Context: an optimization exercise on an open-source flow, tuned for small area. The choices shown serve that exercise and are no tape-out recipe.
Only simulation tests tie the RTL to the original design; equivalence was not proved.
Power and IR drop assume default switching activity.

Setup of run 1:
// instr_mem
module instr_mem (
  input  logic        clk,
  input  logic        rst_n,
  input  logic [15:0] pc,
  output logic [15:0] instruction,
  output logic        addr_fault,
  input  logic        we,
  input  logic [15:0] waddr,
  input  logic [15:0] wdata
);
clock: 6.0 ns
lec_check: 0
cap_margin: 5
core_margin: 2
core_utilization: 50
setup_slack_margin: 0.5
slew_margin: 5
synth_hierarchical: 1
standard.sh (not shown) runs the stock make flow with config.mk's settings and CLKGATE_MAP_FILE= SYNTH_SCRIPT=/design/flow/synth_recipe.tcl, a recipe that flattens the netlist after the stock synthesis.
==> flow/flow/run.sh <==
#!/bin/bash
# Layout flow: the standard synthesis unchanged, then the standard ORFS
# steps, with the buffers and upsized gates that ABC leaves dropped before
# floorplanning (the resizer adds back what timing, slew and load need),
# plain buffers on the ports, and larger clock-tree sink clusters.
set -euo pipefail
W=$(pwd)
F=$W/flow
bash standard.sh synth > $W/synth.log 2>&1
bash standard.sh \
  PRE_FLOORPLAN_TCL=$F/pre_floorplan.tcl \
  REMOVE_ABC_BUFFERS=1 \
  GPL_TIMING_DRIVEN=0 \
  RECOVER_POWER=100 \
  "BUFFER_PORTS_ARGS=-buffer_cell sky130_fd_sc_hd__buf_2" \
  "CTS_ARGS=-sink_clustering_enable -repair_clock_nets -dont_use_dummy_load -buf_list sky130_fd_sc_hd__clkbuf_4 -sink_clustering_size 10 -sink_clustering_max_diameter 40" \
  finish > $W/layout.log 2>&1
==> flow/flow/pre_floorplan.tcl <==
# Drop ABC's buffers and set every combinational gate to the smallest-area
# drive strength of its cell (the strongest of equal-area ones); later repair
# steps size up what timing, slew and load need.
remove_buffers
set dont_use $::env(DONT_USE_CELLS)
set best [dict create]
foreach lc [get_lib_cells *] {
  set name [get_name $lc]
  if {![regexp {^(sky130_fd_sc_hd__[a-z0-9]+)_([0-9]+)$} $name -> fam drv]} { continue }
  if {[lsearch $dont_use $name] >= 0} { continue }
  set area [get_property $lc area]
  if {![dict exists $best $fam]} {
    dict set best $fam [list $name $area $drv]
  } else {
    lassign [dict get $best $fam] bn ba bd
    if {$area < $ba - 1e-6 || ($area < $ba + 1e-6 && $drv > $bd)} {
      dict set best $fam [list $name $area $drv]
    }
  }
}
set n 0
foreach inst [get_cells *] {
  set master [get_property $inst ref_name]
  if {![regexp {^(sky130_fd_sc_hd__([a-z0-9]+))_([0-9]+)$} $master -> fam base drv]} { continue }
  if {[regexp {^(df|sdf|edf|dl|conb|tap|fill|decap)} $base]} { continue }
  if {![dict exists $best $fam]} { continue }
  set target [lindex [dict get $best $fam] 0]
  if {$target ne $master} {
    replace_cell $inst $target
    incr n
  }
}
puts "pre_floorplan: resized $n instances"
Run 1 finished all stages; however, its layout fails the closing checks, the failures being max-capacitance violations, max-slew violations.
Setup changes, run 1 to run 2
# run 1
export LEC_CHECK = 0
export CAP_MARGIN = 5
export CORE_MARGIN = 2
export CORE_UTILIZATION = 50
export SETUP_SLACK_MARGIN = 0.5
export SLEW_MARGIN = 5
export SYNTH_HIERARCHICAL = 1
create_clock -name core_clock -period 6.0 [get_ports {clk}]
# run 2
export LEC_CHECK = 0
export CAP_MARGIN = 5
export CORE_MARGIN = 2
export CORE_UTILIZATION = 50
export PLACE_DENSITY = 0.75
export SETUP_SLACK_MARGIN = 0.5
export SLEW_MARGIN = 5
export SYNTH_HIERARCHICAL = 1
create_clock -name core_clock -period 6.0 [get_ports {clk}]
diff --git a/flow/flow/run.sh b/flow/flow/run.sh
--- a/flow/flow/run.sh
+++ b/flow/flow/run.sh
@@ -14 +13,0 @@
-  RECOVER_POWER=100 \
Results
- Looking at the reports, run 2 completed the entire flow and the layout it produced met the timing, DRC and antenna checks.
- Run 2 against run 1: biggest cell delay along the critical path increased by 0.19 ns relative to the old numbers, internal power summed over all cells decreased by 0.40% relative to the old numbers, number of rows created at floorplan closely matched the old numbers, total iterations of the first detailed-routing run increased by 1 relative to the old numbers.
- Between run 2 and run 1, it is run 2 whose clock share of power is lower, by 0.2 points.
- In run 2 the global-route usage turned out 1.4 points lower than in run 1.
- Looking only at highest attainable clock frequency, and setting everything else aside, the higher value of run 1 and run 2 goes to run 2.
- Relative to run 1, final cell utilization of the core has decreased by 0.16 points in run 2.
- Run 2 ended up with a lower routed length on met2 than run 1 did.
Here is what was changed in the inputs of run 3 compared with run 2.
# run 2
export LEC_CHECK = 0
export CAP_MARGIN = 5
export CORE_MARGIN = 2
export CORE_UTILIZATION = 50
export PLACE_DENSITY = 0.75
export SETUP_SLACK_MARGIN = 0.5
export SLEW_MARGIN = 5
export SYNTH_HIERARCHICAL = 1
create_clock -name core_clock -period 6.0 [get_ports {clk}]
# run 3
export LEC_CHECK = 0
export CAP_MARGIN = 5
export CORE_MARGIN = 2
export CORE_UTILIZATION = 56
export SETUP_SLACK_MARGIN = 0.5
export SLEW_MARGIN = 5
export SYNTH_HIERARCHICAL = 1
create_clock -name core_clock -period 6.0 [get_ports {clk}]
diff --git a/flow/flow/run.sh b/flow/flow/run.sh
--- a/flow/flow/run.sh
+++ b/flow/flow/run.sh
@@ -14,2 +14,2 @@
-  "BUFFER_PORTS_ARGS=-buffer_cell sky130_fd_sc_hd__buf_2" \
-  "CTS_ARGS=-sink_clustering_enable -repair_clock_nets -dont_use_dummy_load -buf_list sky130_fd_sc_hd__clkbuf_4 -sink_clustering_size 10 -sink_clustering_max_diameter 40" \
+  "BUFFER_PORTS_ARGS=-buffer_cell sky130_fd_sc_hd__buf_1" \
+  "CTS_ARGS=-sink_clustering_enable -repair_clock_nets -dont_use_dummy_load -buf_list sky130_fd_sc_hd__clkbuf_4 -sink_clustering_size 9 -sink_clustering_max_diameter 50" \
Notes after the runs:
Run 2: full flow OK, the timing, DRC and antenna checks passed. Run 3: no failed stages, no open violations at the end. Diff run 2 -> run 3: clock latency on the worst-skew pair has remained practically unchanged, combinational group share of total power has increased, width of the die has decreased. In run 3 the total CTS buffers turned out 1 higher than in run 2. Between run 2 and run 3, the flow reports via density per instance increasing slightly. In run 3 the number of DRC violations after detailed-routing iteration 0 turned out about 7% lower than in run 2. Compared with run 2, final cell area excluding filler cells in run 3 increased slightly. Run 3 vs. run 2: worst-margin pin slew lost 0.023 ns, quantity of gates resized following cts picked up an extra 13. [diff] final critical-path setup slack, run 3 relative to run 2: regression. When the final numbers for run 3 and run 2 were put side by side, the post-layout instance count excluding filler cells turned out to be smaller in run 3.
Here is what was changed in the inputs of run 4 compared with run 3.
# run 3
export LEC_CHECK = 0
export CAP_MARGIN = 5
export CORE_MARGIN = 2
export CORE_UTILIZATION = 56
export SETUP_SLACK_MARGIN = 0.5
export SLEW_MARGIN = 5
export SYNTH_HIERARCHICAL = 1
create_clock -name core_clock -period 6.0 [get_ports {clk}]
# run 4
export LEC_CHECK = 0
export CAP_MARGIN = 5
export CORE_MARGIN = 2
export CORE_UTILIZATION = 50
export PLACE_DENSITY = 0.8
export SETUP_SLACK_MARGIN = 0.4
export SLEW_MARGIN = 5
export SYNTH_HIERARCHICAL = 1
create_clock -name core_clock -period 6.0 [get_ports {clk}]
diff --git a/flow/flow/run.sh b/flow/flow/run.sh
--- a/flow/flow/run.sh
+++ b/flow/flow/run.sh
@@ -14,2 +14,2 @@
-  "BUFFER_PORTS_ARGS=-buffer_cell sky130_fd_sc_hd__buf_1" \
-  "CTS_ARGS=-sink_clustering_enable -repair_clock_nets -dont_use_dummy_load -buf_list sky130_fd_sc_hd__clkbuf_4 -sink_clustering_size 9 -sink_clustering_max_diameter 50" \
+  "BUFFER_PORTS_ARGS=-buffer_cell sky130_fd_sc_hd__buf_2" \
+  "CTS_ARGS=-sink_clustering_enable -repair_clock_nets -dont_use_dummy_load -buf_list sky130_fd_sc_hd__clkbuf_4 -sink_clustering_size 10 -sink_clustering_max_diameter 40" \
Results
Amount of wire on met3 after detailed routing, run 4 vs run 3: up by a few percent. Run 3 -> run 4: switching power total decreased by a few percent. Run 4 vs run 3 on clock share of power: run 4 is the lower one. The fraction of area in registers of run 3 and that of run 4 are within noise of each other. The combinational share of power was comparable across run 4 and run 3. Max-slew headroom at the worst pin: run 4 lower than run 3. When run 4 is measured against run 3, its leakage power figure turns out about 0.4% higher. [compare] base=run 3 new=run 4: number of well taps picked up an extra 95, total global-route track usage dropped 6.6 points, global-route wire length before repair moved down, routed wire length lost 8.0 mm.
## Diff of input files: run 5 against run 4
# run 4
export LEC_CHECK = 0
export CAP_MARGIN = 5
export CORE_MARGIN = 2
export CORE_UTILIZATION = 50
export PLACE_DENSITY = 0.8
export SETUP_SLACK_MARGIN = 0.4
export SLEW_MARGIN = 5
export SYNTH_HIERARCHICAL = 1
create_clock -name core_clock -period 6.0 [get_ports {clk}]
# run 5
export LEC_CHECK = 0
export CAP_MARGIN = 5
export CORE_MARGIN = 2
export CORE_UTILIZATION = 50
export SETUP_SLACK_MARGIN = 0.5
export SLEW_MARGIN = 5
export SYNTH_HIERARCHICAL = 1
create_clock -name core_clock -period 6.0 [get_ports {clk}]
diff --git a/flow/flow/run.sh b/flow/flow/run.sh
--- a/flow/flow/run.sh
+++ b/flow/flow/run.sh
@@ -13 +13 @@
-  GPL_TIMING_DRIVEN=0 \
+  GPL_TIMING_DRIVEN=1 \
### Flow results
Summary of the comparison: global-route usage is higher in run 5, relative to run 4.
Core util | run 5 vs run 4 | run 5 higher
Total power sits higher in run 5 than in run 4.
Relative to run 4, sequential share of layout area has decreased by 0.33 points in run 5.
Going from run 4 to run 5, number of filler cells placed in the layout grew by a few percent.
Between run 5 and run 4, it is run 5 whose total leakage power is higher, by 1.1%.
Run 5 has part of the power in the clock network above what run 4 had.
Wire length on met2: run 5 vs run 4 up 4.8 mm
The flow did not stop early for run 5: all stages ran, and the layout cleared the timing, DRC and antenna checks.
Wire: run 5 routes more than run 4
The following lists how run 6 was set up differently from run 5:
# run 5
export LEC_CHECK = 0
export CAP_MARGIN = 5
export CORE_MARGIN = 2
export CORE_UTILIZATION = 50
export SETUP_SLACK_MARGIN = 0.5
export SLEW_MARGIN = 5
export SYNTH_HIERARCHICAL = 1
create_clock -name core_clock -period 6.0 [get_ports {clk}]
# run 6
export LEC_CHECK = 0
export CAP_MARGIN = 5
export CORE_MARGIN = 2
export CORE_UTILIZATION = 45
export PLACE_DENSITY = 0.7
export SETUP_SLACK_MARGIN = 0.5
export SLEW_MARGIN = 5
export SYNTH_HIERARCHICAL = 1
create_clock -name core_clock -period 6.0 [get_ports {clk}]
diff --git a/flow/flow/run.sh b/flow/flow/run.sh
--- a/flow/flow/run.sh
+++ b/flow/flow/run.sh
@@ -13 +13 @@
-  GPL_TIMING_DRIVEN=1 \
+  GPL_TIMING_DRIVEN=0 \
==> comparison <==
- Comparing detailed placement HPWL for run 5 and run 6, the bigger number came from run 5.
- Detailed-routed wire length on met2 ends up lower on run 6.
- Utilization, run 5 and run 6, lower one = run 6.
- Number of clock-tree buffers in the layout (run 6 over run 5): decrease, 7.5%
- Total power down 0.94% in run 6 wrt run 5
- The area growth from synthesis to final layout of run 6 exceeds that of run 5 by 0.23 points.
- Run 6 and run 5 ended up with roughly the same share of cell area taken by multi-input logic gates.
- Run 6 reports a lower post-layout minimum cycle time than run 5 does.
- Comparing run 5 and run 6, the higher number of tap cells added at floorplan is on run 6.

[port drivers added, routing unchanged]
Ports are ideal in the flow. The routed layouts listed here were re-timed in OpenROAD. Step 1 sets driving cells, clkbuf_16 on the clock port and buf_2 on the other inputs (assumed; they add their load-dependent delay and slew). Step 2 also shifts input and output timing later by t, the mid clock arrival at the registers, as if the neighbouring blocks saw the same clock. Three values: ideal, step 1, step 2; two values: the first two.
run	t, ns	slack for setup (ns)	hold WS [ns]	worst register clock-pin slew, ns
run 1	1.047	0.157 / 0.133 / 0.133	0.463 / 0.463 / 0.463	0.12 / 0.12
run 2	1.083	0.343 / 0.303 / 0.303	0.448 / 0.411 / 0.466	0.12 / 0.12
run 3	1.115	0.316 / 0.222 / 0.222	0.464 / 0.431 / 0.467	0.11 / 0.11
run 4	1.070	0.152 / 0.127 / 0.127	0.454 / 0.446 / 0.461	0.12 / 0.12
run 5	1.048	0.335 / 0.302 / 0.302	0.334 / 0.356 / 0.459	0.11 / 0.11
run 6	1.043	0.361 / 0.324 / 0.324	0.461 / 0.461 / 0.461	0.11 / 0.11
For run 3, which loses most, drivers alone change the setup slack by -0.094 ns; drivers and shift together by -0.094 ns.
